From an optimization exercise on the open Yosys and OpenROAD flow, aimed at small area and a short achievable clock period; shortcuts taken in it are not production practice. Function was checked by simulation only, so behaviour that the tests miss may differ from the original. No activity file was given, so power comes from the tool's default toggle rates.

### flow/config.mk
export PLATFORM = sky130hd
export DESIGN_NAME = ts_packet_fifo
export DESIGN_NICKNAME = ts_packet_fifo
export VERILOG_FILES = /design/flow/design.v
export SDC_FILE = /design/flow/constraint.sdc
export NUM_CORES = 4
export LEC_CHECK = 0
export CAP_MARGIN = 20
export CORE_MARGIN = 2
export CORE_UTILIZATION = 50
export CTS_CLUSTER_DIAMETER = 100
export CTS_CLUSTER_SIZE = 25
export SETUP_SLACK_MARGIN = 5
export SLEW_MARGIN = 20
export SYNTH_HIERARCHICAL = 1
### flow/constraint.sdc
create_clock -name core_clock -period 8.0 [get_ports {clk}]
set_input_delay 1.6000 -clock core_clock [delete_from_list [all_inputs] [get_ports {clk}]]
set_output_delay 1.6000 -clock core_clock [all_outputs]
set_load 0.01 [all_outputs]
### flow/design.v
module ts_packet_fifo_aoi222 (
  input  logic d0,
  input  logic d1,
  input  logic d2,
  input  logic s0,
  input  logic s1,
  input  logic s2,
  output logic y_n
);
  assign y_n = ~((d0 & s0) | (d1 & s1) | (d2 & s2));
endmodule
module ts_packet_fifo_aoi22 (
  input  logic d0,
  input  logic d1,
  input  logic s0,
  input  logic s1,
  output logic y_n
);
  assign y_n = ~((d0 & s0) | (d1 & s1));
endmodule
module ts_packet_fifo_a22o (
  input  logic q,
  input  logic hold,
  input  logic d,
  input  logic we,
  output logic y
);
  assign y = (q & hold) | (d & we);
endmodule
module ts_packet_fifo_inv (
  input  logic a,
  output logic y
);
  assign y = ~a;
endmodule
module ts_packet_fifo_nor2 (
  input  logic a,
  input  logic b,
  output logic y
);
  assign y = ~(a | b);
endmodule
module ts_packet_fifo_nand2 (
  input  logic a,
  input  logic b,
  output logic y
);
  assign y = ~(a & b);
endmodule
module ts_packet_fifo_nand3 (
  input  logic a,
  input  logic b,
  input  logic c,
  output logic y
);
  assign y = ~(a & b & c);
endmodule
module ts_packet_fifo_nor3 (
  input  logic a,
  input  logic b,
  input  logic c,
  output logic y
);
  assign y = ~(a | b | c);
endmodule
module ts_packet_fifo_nand4 (
  input  logic a,
  input  logic b,
  input  logic c,
  input  logic d,
  output logic y
);
  assign y = ~(a & b & c & d);
endmodule
module ts_packet_fifo_nor4 (
  input  logic a,
  input  logic b,
  input  logic c,
  input  logic d,
  output logic y
);
  assign y = ~(a | b | c | d);
endmodule
module ts_packet_fifo_incdec #(
  parameter int W = 10
) (
  input  logic [W-1:0] x,
  output logic [W-1:0] p1,
  output logic [W-1:0] m1
);
  assign p1 = x + 1'b1;
  assign m1 = x - 1'b1;
endmodule
module ts_packet_fifo_inc #(
  parameter int W = 9
) (
  input  logic [W-1:0] x,
  output logic [W-1:0] p1
);
  assign p1 = x + 1'b1;
endmodule
module ts_packet_fifo_inc12 #(
  parameter int W = 9
) (
  input  logic [W-1:0] x,
  output logic [W-1:0] p1,
  output logic [W-1:0] p2
);
  assign p1 = x + 1'b1;
  assign p2 = x + 2'd2;
endmodule
module ts_packet_fifo_dec #(
  parameter int NLO = 8,
  parameter int NHI = 64
) (
  input  logic [NLO-1:0]     lo_n,
  input  logic [NHI-1:0]     hi_n,
  output logic [NLO*NHI-1:0] row
);
  for (genvar j = 0; j < NHI; j++) begin : g_j
    for (genvar i = 0; i < NLO; i++) begin : g_i
      ts_packet_fifo_nor2 u_nor (.a(lo_n[i]), .b(hi_n[j]), .y(row[NLO*j+i]));
    end
  end
endmodule
module ts_packet_fifo_pdec #(
  parameter int NLO = 8,
  parameter int NHI = 8
) (
  input  logic [NLO-1:0]     lo,
  input  logic [NHI-1:0]     hi,
  output logic [NLO*NHI-1:0] y_n
);
  for (genvar j = 0; j < NHI; j++) begin : g_j
    for (genvar i = 0; i < NLO; i++) begin : g_i
      ts_packet_fifo_nand2 u_nand (.a(lo[i]), .b(hi[j]), .y(y_n[NLO*j+i]));
    end
  end
endmodule
module ts_packet_fifo_oh8 (
  input  logic [2:0] a,
  output logic [7:0] y
);
  always_comb begin
    for (int i = 0; i < 8; i++) begin
      y[i] = (a == 3'(i));
    end
  end
endmodule
module ts_packet_fifo #(
  parameter int DATA_WIDTH = 8,
  parameter int ADDR_WIDTH = 9,
  parameter int PKT_LEN = 188,
  parameter logic [DATA_WIDTH-1:0] SYNC_WORD = 8'h47
) (
  input  logic                  clk,
  input  logic                  rst_n,
  input  logic [DATA_WIDTH-1:0] in_data,
  input  logic                  in_valid,
  input  logic                  in_sop,
  output logic [DATA_WIDTH-1:0] out_data,
  output logic                  out_valid,
  input  logic                  out_ready,
  output logic                  out_sop,
  output logic                  out_eop,
  output logic [ADDR_WIDTH:0]   pkt_count,
  output logic                  drop_pulse
);
  localparam int DEPTH = 1 << ADDR_WIDTH;
  localparam int AW = ADDR_WIDTH;
  localparam int PW = ADDR_WIDTH + 1;
  localparam int CW = $clog2(PKT_LEN + 1);
  localparam int NG3 = DEPTH / 3;           
  localparam int NRD = NG3 + 1;             
  logic [DEPTH-1:0][DATA_WIDTH-1:0] r_mem;
  logic [AW-1:0]         r_wp;        
  logic [AW-1:0]         r_cp;        
  logic [AW-1:0]         r_rd;        
  logic [PW-1:0]         r_dw;        
  logic [PW-1:0]         r_dc;        
  logic [PW-1:0]         r_pkt_cnt;
  logic [CW-1:0]         r_wcnt;
  logic [CW-1:0]         r_rcnt;
  logic                  r_inpkt;
  logic                  r_drop;
  logic                  r_ov;
  logic                  r_sop;
  logic                  r_eop;
  logic [DATA_WIDTH-1:0] r_odata;
  logic [7:0]            r_ra_lo_n;     
  logic [7:0]            r_ra_lo_n2;    
  logic [7:0]            r_ra_mid;
  logic [7:0]            r_ra_hi;
  logic [7:0]            r_wa_lo_n;     
  logic [7:0]            r_wa_lo_n2;    
  logic [7:0]            r_wa_mid;
  logic [7:0]            r_wa_hi;
  logic [DATA_WIDTH-1:0] r_mwd;
  logic          w_start, w_good, w_full_c, w_full_w, w_last, w_wcnt_last;
  logic          w_pkt_word, w_we, w_commit, w_drop_ev;
  logic          w_xfer, w_is_last, w_eop_x, w_avail0, w_avail1, w_avail, w_load;
  logic          w_nov, w_nsop, w_neop;
  logic [AW-1:0] w_wp1, w_cp1, w_rd1, w_rd2;
  logic [PW-1:0] w_dw_p1, w_dw_m1, w_dc_p1, w_dc_m1, w_pc_p1, w_pc_m1;
  logic [CW-1:0] w_wcnt_p1, w_rcnt_p1;
  ts_packet_fifo_inc    #(.W(AW)) u_wp_id   (.x(r_wp),      .p1(w_wp1));
  ts_packet_fifo_inc    #(.W(AW)) u_cp_id   (.x(r_cp),      .p1(w_cp1));
  ts_packet_fifo_inc12  #(.W(AW)) u_rd_id   (.x(r_rd),      .p1(w_rd1),     .p2(w_rd2));
  ts_packet_fifo_incdec #(.W(PW)) u_dw_id   (.x(r_dw),      .p1(w_dw_p1),   .m1(w_dw_m1));
  ts_packet_fifo_incdec #(.W(PW)) u_dc_id   (.x(r_dc),      .p1(w_dc_p1),   .m1(w_dc_m1));
  ts_packet_fifo_incdec #(.W(PW)) u_pc_id   (.x(r_pkt_cnt), .p1(w_pc_p1),   .m1(w_pc_m1));
  ts_packet_fifo_inc    #(.W(CW)) u_wcnt_id (.x(r_wcnt),    .p1(w_wcnt_p1));
  ts_packet_fifo_inc    #(.W(CW)) u_rcnt_id (.x(r_rcnt),    .p1(w_rcnt_p1));
  assign w_full_c    = r_dc[AW];
  assign w_full_w    = r_dw[AW];
  assign w_wcnt_last = (r_wcnt == CW'(PKT_LEN - 1));
  assign w_is_last   = (r_rcnt == CW'(PKT_LEN - 1));
  assign w_avail0    = (r_dc != '0);
  assign w_avail1    = (r_dc != PW'(1));
  assign w_start    = in_valid & in_sop;
  assign w_good     = (in_data == SYNC_WORD);
  assign w_last     = !w_start & w_wcnt_last;
  assign w_pkt_word = in_valid & r_inpkt;
  assign w_we       = w_start ? (w_good & !w_full_c) : (w_pkt_word & !w_full_w);
  assign w_commit   = in_valid & !in_sop & r_inpkt & !w_full_w & w_wcnt_last;
  assign w_drop_ev  = (w_start | w_pkt_word) & !w_we;
  assign w_xfer    = r_ov & out_ready;
  assign w_eop_x   = w_xfer & w_is_last;
  assign w_avail   = w_xfer ? w_avail1 : w_avail0;
  assign w_load    = !r_ov | w_xfer;
  assign w_nov     = w_load ? w_avail : r_ov;
  assign w_nsop    = w_nov & (w_xfer ? w_is_last : (r_rcnt == '0));
  assign w_neop    = w_nov & (w_xfer ? (r_rcnt == CW'(PKT_LEN - 2)) : w_is_last);
  logic [PW-1:0] w_ndw, w_ndc;
  always_comb begin
    if (w_we & w_start)     w_ndw = w_xfer ? r_dc    : w_dc_p1;
    else if (w_we)          w_ndw = w_xfer ? r_dw    : w_dw_p1;
    else if (w_drop_ev)     w_ndw = w_xfer ? w_dc_m1 : r_dc;
    else                    w_ndw = w_xfer ? w_dw_m1 : r_dw;
    if (w_commit)           w_ndc = w_xfer ? r_dw    : w_dw_p1;
    else                    w_ndc = w_xfer ? w_dc_m1 : r_dc;
  end
  always_ff @(posedge clk or negedge rst_n) begin
    if (!rst_n) begin
      r_inpkt   <= 1'b0;
      r_wp      <= '0;
      r_cp      <= '0;
      r_dw      <= '0;
      r_dc      <= '0;
      r_wcnt    <= '0;
      r_drop    <= 1'b0;
      r_pkt_cnt <= '0;
    end else begin
      r_dw   <= w_ndw;
      r_dc   <= w_ndc;
      r_drop <= w_we ? (w_start & r_inpkt) : w_drop_ev;
      if (w_we) begin
        r_wp    <= w_start ? w_cp1 : w_wp1;
        r_wcnt  <= w_start ? CW'(1) : w_wcnt_p1;
        r_inpkt <= !w_last;
      end else if (w_drop_ev) begin
        r_wp    <= r_cp;
        r_inpkt <= 1'b0;
      end
      if (w_commit) begin
        r_cp <= w_wp1;
      end
      if (w_commit & !w_eop_x) begin
        r_pkt_cnt <= w_pc_p1;
      end else if (!w_commit & w_eop_x) begin
        r_pkt_cnt <= w_pc_m1;
      end
    end
  end
  logic [7:0] w_wpd_lo, w_wpd_mid, w_wpd_hi, w_cpd_lo, w_cpd_mid, w_cpd_hi;
  ts_packet_fifo_oh8 u_wpd_lo  (.a(r_wp[2:0]), .y(w_wpd_lo));
  ts_packet_fifo_oh8 u_wpd_mid (.a(r_wp[5:3]), .y(w_wpd_mid));
  ts_packet_fifo_oh8 u_wpd_hi  (.a(r_wp[8:6]), .y(w_wpd_hi));
  ts_packet_fifo_oh8 u_cpd_lo  (.a(r_cp[2:0]), .y(w_cpd_lo));
  ts_packet_fifo_oh8 u_cpd_mid (.a(r_cp[5:3]), .y(w_cpd_mid));
  ts_packet_fifo_oh8 u_cpd_hi  (.a(r_cp[8:6]), .y(w_cpd_hi));
  always_ff @(posedge clk) begin
    r_wa_lo_n  <= ~((w_start ? w_cpd_lo : w_wpd_lo) & {8{w_we}});
    r_wa_lo_n2 <= ~((w_start ? w_cpd_lo : w_wpd_lo) & {8{w_we}});
  end
  always_ff @(posedge clk) begin
    r_wa_mid <= w_start ? w_cpd_mid : w_wpd_mid;
    r_wa_hi  <= w_start ? w_cpd_hi : w_wpd_hi;
    r_mwd    <= in_data;
  end
  logic [63:0]    w_wa_mh_n;
  logic [DEPTH-1:0] w_wrow;
  ts_packet_fifo_pdec #(.NLO(8), .NHI(8)) u_wdec_mh  (.lo(r_wa_mid), .hi(r_wa_hi), .y_n(w_wa_mh_n));
  ts_packet_fifo_dec #(.NLO(8), .NHI(32)) u_wdec_row (.lo_n(r_wa_lo_n), .hi_n(w_wa_mh_n[31:0]),
                                                       .row(w_wrow[DEPTH/2-1:0]));
  ts_packet_fifo_dec #(.NLO(8), .NHI(32)) u_wdec_row2 (.lo_n(r_wa_lo_n2), .hi_n(w_wa_mh_n[63:32]),
                                                        .row(w_wrow[DEPTH-1:DEPTH/2]));
  logic [DEPTH-1:0] w_wrow_n;
  logic [DEPTH-1:0][DATA_WIDTH-1:0] w_mem_d;
  for (genvar i = 0; i < DEPTH; i++) begin : g_row
    ts_packet_fifo_inv u_inv (.a(w_wrow[i]), .y(w_wrow_n[i]));
    for (genvar b = 0; b < DATA_WIDTH; b++) begin : g_b
      ts_packet_fifo_a22o u_nx (
        .q(r_mem[i][b]), .hold(w_wrow_n[i]), .d(r_mwd[b]), .we(w_wrow[i]),
        .y(w_mem_d[i][b])
      );
    end
  end
  always_ff @(posedge clk) begin
    r_mem <= w_mem_d;
  end
  logic [63:0]      w_ra_mh_n;
  logic [DEPTH-1:0] w_rrow;
  ts_packet_fifo_pdec #(.NLO(8), .NHI(8)) u_rdec_mh  (.lo(r_ra_mid), .hi(r_ra_hi), .y_n(w_ra_mh_n));
  ts_packet_fifo_dec #(.NLO(8), .NHI(32)) u_rdec_row (.lo_n(r_ra_lo_n), .hi_n(w_ra_mh_n[31:0]),
                                                       .row(w_rrow[DEPTH/2-1:0]));
  ts_packet_fifo_dec #(.NLO(8), .NHI(32)) u_rdec_row2 (.lo_n(r_ra_lo_n2), .hi_n(w_ra_mh_n[63:32]),
                                                        .row(w_rrow[DEPTH-1:DEPTH/2]));
  logic [NRD-1:0][DATA_WIDTH-1:0] w_grp_n;
  for (genvar b = 0; b < DATA_WIDTH; b++) begin : g_bit
    for (genvar g = 0; g < NG3; g++) begin : g_rd3
      ts_packet_fifo_aoi222 u_rd (
        .d0(r_mem[3*g][b]), .d1(r_mem[3*g+1][b]), .d2(r_mem[3*g+2][b]),
        .s0(w_rrow[3*g]), .s1(w_rrow[3*g+1]), .s2(w_rrow[3*g+2]),
        .y_n(w_grp_n[g][b])
      );
    end
    ts_packet_fifo_aoi22 u_rd_last (
      .d0(r_mem[3*NG3][b]), .d1(r_mem[3*NG3+1][b]),
      .s0(w_rrow[3*NG3]), .s1(w_rrow[3*NG3+1]),
      .y_n(w_grp_n[NG3][b])
    );
  end
  logic [DATA_WIDTH-1:0] w_rdata;
  logic [42:0][DATA_WIDTH-1:0] w_or0;
  logic [21:0][DATA_WIDTH-1:0] w_or1;
  logic [7:0][DATA_WIDTH-1:0] w_or2;
  logic [3:0][DATA_WIDTH-1:0] w_or3;
  logic [0:0][DATA_WIDTH-1:0] w_or4;
  for (genvar b = 0; b < DATA_WIDTH; b++) begin : g_or
    ts_packet_fifo_nand4 u_l0_0 (.a(w_grp_n[0][b]), .b(w_grp_n[1][b]), .c(w_grp_n[2][b]), .d(w_grp_n[3][b]), .y(w_or0[0][b]));
    ts_packet_fifo_nand4 u_l0_1 (.a(w_grp_n[4][b]), .b(w_grp_n[5][b]), .c(w_grp_n[6][b]), .d(w_grp_n[7][b]), .y(w_or0[1][b]));
    ts_packet_fifo_nand4 u_l0_2 (.a(w_grp_n[8][b]), .b(w_grp_n[9][b]), .c(w_grp_n[10][b]), .d(w_grp_n[11][b]), .y(w_or0[2][b]));
    ts_packet_fifo_nand4 u_l0_3 (.a(w_grp_n[12][b]), .b(w_grp_n[13][b]), .c(w_grp_n[14][b]), .d(w_grp_n[15][b]), .y(w_or0[3][b]));
    ts_packet_fifo_nand4 u_l0_4 (.a(w_grp_n[16][b]), .b(w_grp_n[17][b]), .c(w_grp_n[18][b]), .d(w_grp_n[19][b]), .y(w_or0[4][b]));
    ts_packet_fifo_nand4 u_l0_5 (.a(w_grp_n[20][b]), .b(w_grp_n[21][b]), .c(w_grp_n[22][b]), .d(w_grp_n[23][b]), .y(w_or0[5][b]));
    ts_packet_fifo_nand4 u_l0_6 (.a(w_grp_n[24][b]), .b(w_grp_n[25][b]), .c(w_grp_n[26][b]), .d(w_grp_n[27][b]), .y(w_or0[6][b]));
    ts_packet_fifo_nand4 u_l0_7 (.a(w_grp_n[28][b]), .b(w_grp_n[29][b]), .c(w_grp_n[30][b]), .d(w_grp_n[31][b]), .y(w_or0[7][b]));
    ts_packet_fifo_nand4 u_l0_8 (.a(w_grp_n[32][b]), .b(w_grp_n[33][b]), .c(w_grp_n[34][b]), .d(w_grp_n[35][b]), .y(w_or0[8][b]));
    ts_packet_fifo_nand4 u_l0_9 (.a(w_grp_n[36][b]), .b(w_grp_n[37][b]), .c(w_grp_n[38][b]), .d(w_grp_n[39][b]), .y(w_or0[9][b]));
    ts_packet_fifo_nand4 u_l0_10 (.a(w_grp_n[40][b]), .b(w_grp_n[41][b]), .c(w_grp_n[42][b]), .d(w_grp_n[43][b]), .y(w_or0[10][b]));
    ts_packet_fifo_nand4 u_l0_11 (.a(w_grp_n[44][b]), .b(w_grp_n[45][b]), .c(w_grp_n[46][b]), .d(w_grp_n[47][b]), .y(w_or0[11][b]));
    ts_packet_fifo_nand4 u_l0_12 (.a(w_grp_n[48][b]), .b(w_grp_n[49][b]), .c(w_grp_n[50][b]), .d(w_grp_n[51][b]), .y(w_or0[12][b]));
    ts_packet_fifo_nand4 u_l0_13 (.a(w_grp_n[52][b]), .b(w_grp_n[53][b]), .c(w_grp_n[54][b]), .d(w_grp_n[55][b]), .y(w_or0[13][b]));
    ts_packet_fifo_nand4 u_l0_14 (.a(w_grp_n[56][b]), .b(w_grp_n[57][b]), .c(w_grp_n[58][b]), .d(w_grp_n[59][b]), .y(w_or0[14][b]));
    ts_packet_fifo_nand4 u_l0_15 (.a(w_grp_n[60][b]), .b(w_grp_n[61][b]), .c(w_grp_n[62][b]), .d(w_grp_n[63][b]), .y(w_or0[15][b]));
    ts_packet_fifo_nand4 u_l0_16 (.a(w_grp_n[64][b]), .b(w_grp_n[65][b]), .c(w_grp_n[66][b]), .d(w_grp_n[67][b]), .y(w_or0[16][b]));
    ts_packet_fifo_nand4 u_l0_17 (.a(w_grp_n[68][b]), .b(w_grp_n[69][b]), .c(w_grp_n[70][b]), .d(w_grp_n[71][b]), .y(w_or0[17][b]));
    ts_packet_fifo_nand4 u_l0_18 (.a(w_grp_n[72][b]), .b(w_grp_n[73][b]), .c(w_grp_n[74][b]), .d(w_grp_n[75][b]), .y(w_or0[18][b]));
    ts_packet_fifo_nand4 u_l0_19 (.a(w_grp_n[76][b]), .b(w_grp_n[77][b]), .c(w_grp_n[78][b]), .d(w_grp_n[79][b]), .y(w_or0[19][b]));
    ts_packet_fifo_nand4 u_l0_20 (.a(w_grp_n[80][b]), .b(w_grp_n[81][b]), .c(w_grp_n[82][b]), .d(w_grp_n[83][b]), .y(w_or0[20][b]));
    ts_packet_fifo_nand4 u_l0_21 (.a(w_grp_n[84][b]), .b(w_grp_n[85][b]), .c(w_grp_n[86][b]), .d(w_grp_n[87][b]), .y(w_or0[21][b]));
    ts_packet_fifo_nand4 u_l0_22 (.a(w_grp_n[88][b]), .b(w_grp_n[89][b]), .c(w_grp_n[90][b]), .d(w_grp_n[91][b]), .y(w_or0[22][b]));
    ts_packet_fifo_nand4 u_l0_23 (.a(w_grp_n[92][b]), .b(w_grp_n[93][b]), .c(w_grp_n[94][b]), .d(w_grp_n[95][b]), .y(w_or0[23][b]));
    ts_packet_fifo_nand4 u_l0_24 (.a(w_grp_n[96][b]), .b(w_grp_n[97][b]), .c(w_grp_n[98][b]), .d(w_grp_n[99][b]), .y(w_or0[24][b]));
    ts_packet_fifo_nand4 u_l0_25 (.a(w_grp_n[100][b]), .b(w_grp_n[101][b]), .c(w_grp_n[102][b]), .d(w_grp_n[103][b]), .y(w_or0[25][b]));
    ts_packet_fifo_nand4 u_l0_26 (.a(w_grp_n[104][b]), .b(w_grp_n[105][b]), .c(w_grp_n[106][b]), .d(w_grp_n[107][b]), .y(w_or0[26][b]));
    ts_packet_fifo_nand4 u_l0_27 (.a(w_grp_n[108][b]), .b(w_grp_n[109][b]), .c(w_grp_n[110][b]), .d(w_grp_n[111][b]), .y(w_or0[27][b]));
    ts_packet_fifo_nand4 u_l0_28 (.a(w_grp_n[112][b]), .b(w_grp_n[113][b]), .c(w_grp_n[114][b]), .d(w_grp_n[115][b]), .y(w_or0[28][b]));
    ts_packet_fifo_nand4 u_l0_29 (.a(w_grp_n[116][b]), .b(w_grp_n[117][b]), .c(w_grp_n[118][b]), .d(w_grp_n[119][b]), .y(w_or0[29][b]));
    ts_packet_fifo_nand4 u_l0_30 (.a(w_grp_n[120][b]), .b(w_grp_n[121][b]), .c(w_grp_n[122][b]), .d(w_grp_n[123][b]), .y(w_or0[30][b]));
    ts_packet_fifo_nand4 u_l0_31 (.a(w_grp_n[124][b]), .b(w_grp_n[125][b]), .c(w_grp_n[126][b]), .d(w_grp_n[127][b]), .y(w_or0[31][b]));
    ts_packet_fifo_nand4 u_l0_32 (.a(w_grp_n[128][b]), .b(w_grp_n[129][b]), .c(w_grp_n[130][b]), .d(w_grp_n[131][b]), .y(w_or0[32][b]));
    ts_packet_fifo_nand4 u_l0_33 (.a(w_grp_n[132][b]), .b(w_grp_n[133][b]), .c(w_grp_n[134][b]), .d(w_grp_n[135][b]), .y(w_or0[33][b]));
    ts_packet_fifo_nand4 u_l0_34 (.a(w_grp_n[136][b]), .b(w_grp_n[137][b]), .c(w_grp_n[138][b]), .d(w_grp_n[139][b]), .y(w_or0[34][b]));
    ts_packet_fifo_nand4 u_l0_35 (.a(w_grp_n[140][b]), .b(w_grp_n[141][b]), .c(w_grp_n[142][b]), .d(w_grp_n[143][b]), .y(w_or0[35][b]));
    ts_packet_fifo_nand4 u_l0_36 (.a(w_grp_n[144][b]), .b(w_grp_n[145][b]), .c(w_grp_n[146][b]), .d(w_grp_n[147][b]), .y(w_or0[36][b]));
    ts_packet_fifo_nand4 u_l0_37 (.a(w_grp_n[148][b]), .b(w_grp_n[149][b]), .c(w_grp_n[150][b]), .d(w_grp_n[151][b]), .y(w_or0[37][b]));
    ts_packet_fifo_nand4 u_l0_38 (.a(w_grp_n[152][b]), .b(w_grp_n[153][b]), .c(w_grp_n[154][b]), .d(w_grp_n[155][b]), .y(w_or0[38][b]));
    ts_packet_fifo_nand4 u_l0_39 (.a(w_grp_n[156][b]), .b(w_grp_n[157][b]), .c(w_grp_n[158][b]), .d(w_grp_n[159][b]), .y(w_or0[39][b]));
    ts_packet_fifo_nand4 u_l0_40 (.a(w_grp_n[160][b]), .b(w_grp_n[161][b]), .c(w_grp_n[162][b]), .d(w_grp_n[163][b]), .y(w_or0[40][b]));
    ts_packet_fifo_nand4 u_l0_41 (.a(w_grp_n[164][b]), .b(w_grp_n[165][b]), .c(w_grp_n[166][b]), .d(w_grp_n[167][b]), .y(w_or0[41][b]));
    ts_packet_fifo_nand3 u_l0_42 (.a(w_grp_n[168][b]), .b(w_grp_n[169][b]), .c(w_grp_n[170][b]), .y(w_or0[42][b]));
    ts_packet_fifo_nor2 u_l1_0 (.a(w_or0[0][b]), .b(w_or0[1][b]), .y(w_or1[0][b]));
    ts_packet_fifo_nor2 u_l1_1 (.a(w_or0[2][b]), .b(w_or0[3][b]), .y(w_or1[1][b]));
    ts_packet_fifo_nor2 u_l1_2 (.a(w_or0[4][b]), .b(w_or0[5][b]), .y(w_or1[2][b]));
    ts_packet_fifo_nor2 u_l1_3 (.a(w_or0[6][b]), .b(w_or0[7][b]), .y(w_or1[3][b]));
    ts_packet_fifo_nor2 u_l1_4 (.a(w_or0[8][b]), .b(w_or0[9][b]), .y(w_or1[4][b]));
    ts_packet_fifo_nor2 u_l1_5 (.a(w_or0[10][b]), .b(w_or0[11][b]), .y(w_or1[5][b]));
    ts_packet_fifo_nor2 u_l1_6 (.a(w_or0[12][b]), .b(w_or0[13][b]), .y(w_or1[6][b]));
    ts_packet_fifo_nor2 u_l1_7 (.a(w_or0[14][b]), .b(w_or0[15][b]), .y(w_or1[7][b]));
    ts_packet_fifo_nor2 u_l1_8 (.a(w_or0[16][b]), .b(w_or0[17][b]), .y(w_or1[8][b]));
    ts_packet_fifo_nor2 u_l1_9 (.a(w_or0[18][b]), .b(w_or0[19][b]), .y(w_or1[9][b]));
    ts_packet_fifo_nor2 u_l1_10 (.a(w_or0[20][b]), .b(w_or0[21][b]), .y(w_or1[10][b]));
    ts_packet_fifo_nor2 u_l1_11 (.a(w_or0[22][b]), .b(w_or0[23][b]), .y(w_or1[11][b]));
    ts_packet_fifo_nor2 u_l1_12 (.a(w_or0[24][b]), .b(w_or0[25][b]), .y(w_or1[12][b]));
    ts_packet_fifo_nor2 u_l1_13 (.a(w_or0[26][b]), .b(w_or0[27][b]), .y(w_or1[13][b]));
    ts_packet_fifo_nor2 u_l1_14 (.a(w_or0[28][b]), .b(w_or0[29][b]), .y(w_or1[14][b]));
    ts_packet_fifo_nor2 u_l1_15 (.a(w_or0[30][b]), .b(w_or0[31][b]), .y(w_or1[15][b]));
    ts_packet_fifo_nor2 u_l1_16 (.a(w_or0[32][b]), .b(w_or0[33][b]), .y(w_or1[16][b]));
    ts_packet_fifo_nor2 u_l1_17 (.a(w_or0[34][b]), .b(w_or0[35][b]), .y(w_or1[17][b]));
    ts_packet_fifo_nor2 u_l1_18 (.a(w_or0[36][b]), .b(w_or0[37][b]), .y(w_or1[18][b]));
    ts_packet_fifo_nor2 u_l1_19 (.a(w_or0[38][b]), .b(w_or0[39][b]), .y(w_or1[19][b]));
    ts_packet_fifo_nor2 u_l1_20 (.a(w_or0[40][b]), .b(w_or0[41][b]), .y(w_or1[20][b]));
    ts_packet_fifo_inv u_l1_21 (.a(w_or0[42][b]), .y(w_or1[21][b]));
    ts_packet_fifo_nand3 u_l2_0 (.a(w_or1[0][b]), .b(w_or1[1][b]), .c(w_or1[2][b]), .y(w_or2[0][b]));
    ts_packet_fifo_nand3 u_l2_1 (.a(w_or1[3][b]), .b(w_or1[4][b]), .c(w_or1[5][b]), .y(w_or2[1][b]));
    ts_packet_fifo_nand3 u_l2_2 (.a(w_or1[6][b]), .b(w_or1[7][b]), .c(w_or1[8][b]), .y(w_or2[2][b]));
    ts_packet_fifo_nand3 u_l2_3 (.a(w_or1[9][b]), .b(w_or1[10][b]), .c(w_or1[11][b]), .y(w_or2[3][b]));
    ts_packet_fifo_nand3 u_l2_4 (.a(w_or1[12][b]), .b(w_or1[13][b]), .c(w_or1[14][b]), .y(w_or2[4][b]));
    ts_packet_fifo_nand3 u_l2_5 (.a(w_or1[15][b]), .b(w_or1[16][b]), .c(w_or1[17][b]), .y(w_or2[5][b]));
    ts_packet_fifo_nand3 u_l2_6 (.a(w_or1[18][b]), .b(w_or1[19][b]), .c(w_or1[20][b]), .y(w_or2[6][b]));
    ts_packet_fifo_inv u_l2_7 (.a(w_or1[21][b]), .y(w_or2[7][b]));
    ts_packet_fifo_nor2 u_l3_0 (.a(w_or2[0][b]), .b(w_or2[1][b]), .y(w_or3[0][b]));
    ts_packet_fifo_nor2 u_l3_1 (.a(w_or2[2][b]), .b(w_or2[3][b]), .y(w_or3[1][b]));
    ts_packet_fifo_nor2 u_l3_2 (.a(w_or2[4][b]), .b(w_or2[5][b]), .y(w_or3[2][b]));
    ts_packet_fifo_nor2 u_l3_3 (.a(w_or2[6][b]), .b(w_or2[7][b]), .y(w_or3[3][b]));
    ts_packet_fifo_nand4 u_l4_0 (.a(w_or3[0][b]), .b(w_or3[1][b]), .c(w_or3[2][b]), .d(w_or3[3][b]), .y(w_or4[0][b]));
    assign w_rdata[b] = w_or4[0][b];
  end
  logic [7:0] w_r0_lo, w_r0_mid, w_r0_hi, w_r1_lo, w_r1_mid, w_r1_hi;
  logic [7:0] w_r2_lo, w_r2_mid, w_r2_hi;
  logic       w_ra_s2, w_ra_s1;
  ts_packet_fifo_oh8 u_r0_lo  (.a(r_rd[2:0]),  .y(w_r0_lo));
  ts_packet_fifo_oh8 u_r0_mid (.a(r_rd[5:3]),  .y(w_r0_mid));
  ts_packet_fifo_oh8 u_r0_hi  (.a(r_rd[8:6]),  .y(w_r0_hi));
  ts_packet_fifo_oh8 u_r1_lo  (.a(w_rd1[2:0]), .y(w_r1_lo));
  ts_packet_fifo_oh8 u_r1_mid (.a(w_rd1[5:3]), .y(w_r1_mid));
  ts_packet_fifo_oh8 u_r1_hi  (.a(w_rd1[8:6]), .y(w_r1_hi));
  ts_packet_fifo_oh8 u_r2_lo  (.a(w_rd2[2:0]), .y(w_r2_lo));
  ts_packet_fifo_oh8 u_r2_mid (.a(w_rd2[5:3]), .y(w_r2_mid));
  ts_packet_fifo_oh8 u_r2_hi  (.a(w_rd2[8:6]), .y(w_r2_hi));
  assign w_ra_s2 = w_xfer & w_avail1;
  assign w_ra_s1 = w_xfer ? !w_avail1 : w_nov;
  always_ff @(posedge clk) begin
    r_ra_lo_n  <= ~(w_ra_s2 ? w_r2_lo : w_ra_s1 ? w_r1_lo : w_r0_lo);
    r_ra_lo_n2 <= ~(w_ra_s2 ? w_r2_lo : w_ra_s1 ? w_r1_lo : w_r0_lo);
    r_ra_mid  <= w_ra_s2 ? w_r2_mid : w_ra_s1 ? w_r1_mid : w_r0_mid;
    r_ra_hi   <= w_ra_s2 ? w_r2_hi : w_ra_s1 ? w_r1_hi : w_r0_hi;
  end
  always_ff @(posedge clk or negedge rst_n) begin
    if (!rst_n) begin
      r_rd      <= '0;
      r_ov      <= 1'b0;
      r_sop     <= 1'b0;
      r_eop     <= 1'b0;
      r_odata   <= '0;
      r_rcnt    <= '0;
    end else begin
      r_ov      <= w_nov;
      r_sop     <= w_nsop;
      r_eop     <= w_neop;
      if (w_xfer) begin
        r_rd   <= w_rd1;
        r_rcnt <= w_is_last ? '0 : w_rcnt_p1;
      end
      if (w_load & w_avail) begin
        r_odata <= w_rdata;
      end
    end
  end
  assign out_data   = r_odata;
  assign out_valid  = r_ov;
  assign out_sop    = r_sop;
  assign out_eop    = r_eop;
  assign pkt_count  = r_pkt_cnt;
  assign drop_pulse = r_drop;
endmodule
### flow/run.sh
#!/bin/bash
# synth_recipe.tcl (not shown) runs the flow's synth.tcl, then flattens the netlist and writes it again
# the make line also repeats each setting of config.mk as NAME=value (left out here)
make -C /OpenROAD-flow-scripts/flow DESIGN_CONFIG=/design/flow/config.mk WORK_HOME=/design/flow/orfs CLKGATE_MAP_FILE= SYNTH_SCRIPT=/design/flow/synth_recipe.tcl finish
==> run summary <==
==> report_power, final <==
part | total (mW) | leakage (nW) | internal (mW) | switching (mW)
combinational | 3.64 | 23.1 | 1.11 | 2.54
clock | 11.3 | 2.55 | 4.60 | 6.70
sequential | 21.6 | 34.6 | 21.2 | 0.358
total | 36.5 | 60.2 | 26.9 | 9.60
==> sequential cells by signal (all words and copies together), names as in the netlist, 8 cells and up <==
signal      count
r_cp            9
r_dc           10
r_dw           10
r_mem        4096
r_mwd           8
r_odata         8
r_pkt_cnt      10
r_ra_hi         8
r_ra_lo_n2      8
r_ra_mid        8
r_rcnt          8
r_rd            9
r_wa_hi         8
r_wa_lo_n2      8
r_wa_mid        8
r_wcnt          8
r_wp            9
==> modules after synthesis, one instance, submodules excluded, excerpt <==
module,flops+latches,times used,area [um2],cells
ts_packet_fifo_aoi22,0,8,12.5,1
ts_packet_fifo_a22o,0,4096,8.76,1
ts_packet_fifo_nand3,0,64,5.00,1
ts_packet_fifo_nand4,0,344,6.26,1
ts_packet_fifo_nor2,0,1224,3.75,1
ts_packet_fifo_oh8,0,15,65.1,8
ts_packet_fifo_aoi222,0,1360,10.0,1
ts_packet_fifo_inv,0,528,3.75,1
ts_packet_fifo,4238,1,88500,4782
ts_packet_fifo_nand2,0,128,3.75,1
==> timing repair <==
item,in CTS,in global routing
buffers inserted,67,21
cloned,13,5
endpoints found under the setup margin,559,120
gates resized for setup,553,128
pin swaps,187,152
==> area by class of cell <==
class                   instances  area (um2)  share of cell area
flip-flops and latches       4238       85400               0.516
multi-input cells            8045       64500               0.389
inverters                     550        2060              0.0125
diodes                         21        52.6            0.000317
clock buffers                 215        5050              0.0305
clock inverters                 8         153            0.000922
well taps                    3958        4950              0.0299
repair buffers                255        3380              0.0204
==> path summary, 6_finish.rpt <==
| kind | start | to |
|---|---|---|
| worst min register to register | r_mem[419] | r_mem[419] |
| worst min-delay path | r_mem[419] | r_mem[419] |
| min in group asynchronous | rst_n | r_rcnt[7] |
| worst max register to register | r_ra_lo_n2[7] | r_odata[6] |
| worst max-delay path | r_odata[0] | out_data[0] |
| max in group asynchronous | rst_n | r_pkt_cnt[8] |
==> metal layers <==
layer  part of all wire  global-route usage
met5            0.00024                   0
met3               0.11              0.0567
met1               0.41               0.464
met4              0.052               0.165
met2               0.43               0.508
==> cells in the final DEF (no fill, tap or decap), drive strengths merged, types with 10 or more instances in the layout <==
cell           instances
dfxtp               4152
a22o                4106
a222oi              1360
nor2                1259
inv                  551
nand4                372
nand2                347
buf                  234
clkbuf               221
nand3                 97
dfrtp                 86
o21ai                 53
and3b                 46
nor3b                 45
and3                  44
xnor2                 43
xor2                  39
mux2i                 38
mux2                  29
diode                 21
a21boi                20
nor3                  20
a21oi                 14
ha                    14
a31oi                 11
o41a                  10
a21o                  10
o211ai                10
clkdlybuf4s50         10
==> kinds of logic (layout without fill, tap and decap cells) <==
group / count (synthesis) / count (layout) / synth area share
compound gates: 5617 / 5617 / 0.337
xor+xnor: 82 / 82 / 0.00478
fa+ha+maj: 14 / 14 / 0.00116
buf+inv: 618 / 1028 / 0.0160
flops: 4238 / 4238 / 0.567
mux: 67 / 67 / 0.00480
other cells: 0 / 21 / 0
simple gates: 2264 / 2265 / 0.0695
==> run summary <==
Status: complete, but fails checks
Setup Skew: 0.0432 ns
Largest area contributor in the netlist: dfxtp_1
Post-synth top cells: dfxtp_1, a22o_1, a222oi_1
Clk buf depth: 4
Ports: 35
Htree depth: 4
Static Leakage: 60.2 nW
Critical path class: reg2out
First-pass GRT wire length: 793,000 um
Final-report setup violation count: 0
# DRC: 0
Crit path required time: 6.40 ns
WP depth: 1
Least-Margin Pin Slew: 1.51 ns
Avg Inst Size Synth: 11.7 um2
Placed instance area: 0.157 mm2
Via total after detailed routing: 126,000
Total CTS buffers: 192
Worst EP arrival: 1.63 ns
Row count: 201
Via density: 7.31
Clock Sinks: 4,238
Top delay family on crit path: flip-flops
IO Port Bufs: 34
Die H: 552 um
Number of max-cap violations: 0
WL per Instance: 31.8 um
Root Buffer: clkbuf_16
Die ar.: 0.305 mm2
Filler cell count: 25,100
Final worst slack: 4.77 ns
Number of global-route vias before repair: 119,000
Crit path time final: 3.23 ns
Slowest CP cell: dfrtp_2
Mapped Area: 0.150 mm2
Syn Nets: 12,900
Core Footprint: 0.300 mm2
Area contributors post-synth: dfxtp_1, a22o_1, a222oi_1
Placed insts: 16,900
Failing Checks: slew limit
Hold_ws: 0.494 ns
Layout Cells excl Fill: 17,300
#FFs+latches synth: 4,238
Peak Freq: 309 MHz
Syn Inst Count: 12,900
Pwr/cell area: 220 mW/mm2
Initial core utilization: 0.502
RSZ-0062 raised after global routing: yes
Internal reg-to-reg setup slack: 4.77 ns
DRT Pass-1 Iters: 15
Clock slew at reported path FFs: 0.10 ns
Warnings from Yosys: 8
CTS tree: done
Area Overhead vs Synth: 10.1%
Final WL: 549,000 um
Critical path's largest stage delay: 0.51 ns
Primary FF master, synth: dfxtp_1
Endpoint class of the critical path: primary output
Startpoint types: flop
Detail Route Antenna Nets: 0
Sequential area share after synthesis: 0.567
Part of the cycle the worst path needs: 0.404
Die width: 552 um
Nets: 13,300
Share of cells above drive strength 1: 0.0683
Worst hold path depth: 1
Pin count of the biggest net entering global routing: 135
Crit-path cells: buf_6
Synth top area share: 0.553
Util after Layout: 0.553
Total GRT Usage: 0.336
DRT iter0 DRCs: 21,900
Count leader, synth: dfxtp_1
Final Power: 36.5 mW
CP Max Fanout: 2
Asr flop ratio synth: 0.0203
Number of library cell types mapped by synthesis: 58
Setup tns final: 0 ns
Detail Placement HPWL: 331,000 um
Clk latency of the worst-skew pair: 0.96 ns
Worst slew margin: -0.00455
Worst min path class: reg2reg
Final Cell Area: 0.166 mm2
Final Hold Viols: 0
Reg2Reg Depth: 10
Slew Viols, Final: 7
Initial antenna violation count: 23
EDFF count, synth: 0
Total grt overflow: 0
Worst Path Buf+Inv: 1
Gpl congestion: 0.967
Setup WS pre-CTS: 2.89 ns
Max VDD drop: 0.000165 V
Number of hold buffers added after CTS: 0

## afterwards: timing with drivers on the ports
No port has a modelled driver above. Below, the same layout with a new extraction and two added sets of constraints.
Step 1 (the two cells are an assumption about what drives the block):
set clk [get_ports {clk}]
set_driving_cell -lib_cell sky130_fd_sc_hd__clkbuf_16 $clk
set_driving_cell -lib_cell sky130_fd_sc_hd__buf_2 [delete_from_list [all_inputs] $clk]
Step 2 times the ports against the registers' clock, not the clock port: input delays grow and output delays shrink by t, the midpoint of the rising clock arrivals with the driver on.
Slacks: ideal / step 1 / step 2; pairs: ideal / step 1.
shift t [ns]: 1.044
slack for setup (ns): 4.768 / 4.661 / 4.169
worst hold slack (ns): 0.494 / 0.494 / 0.494
For this run, drivers alone change the setup slack by -0.107 ns; drivers and shift together by -0.599 ns.
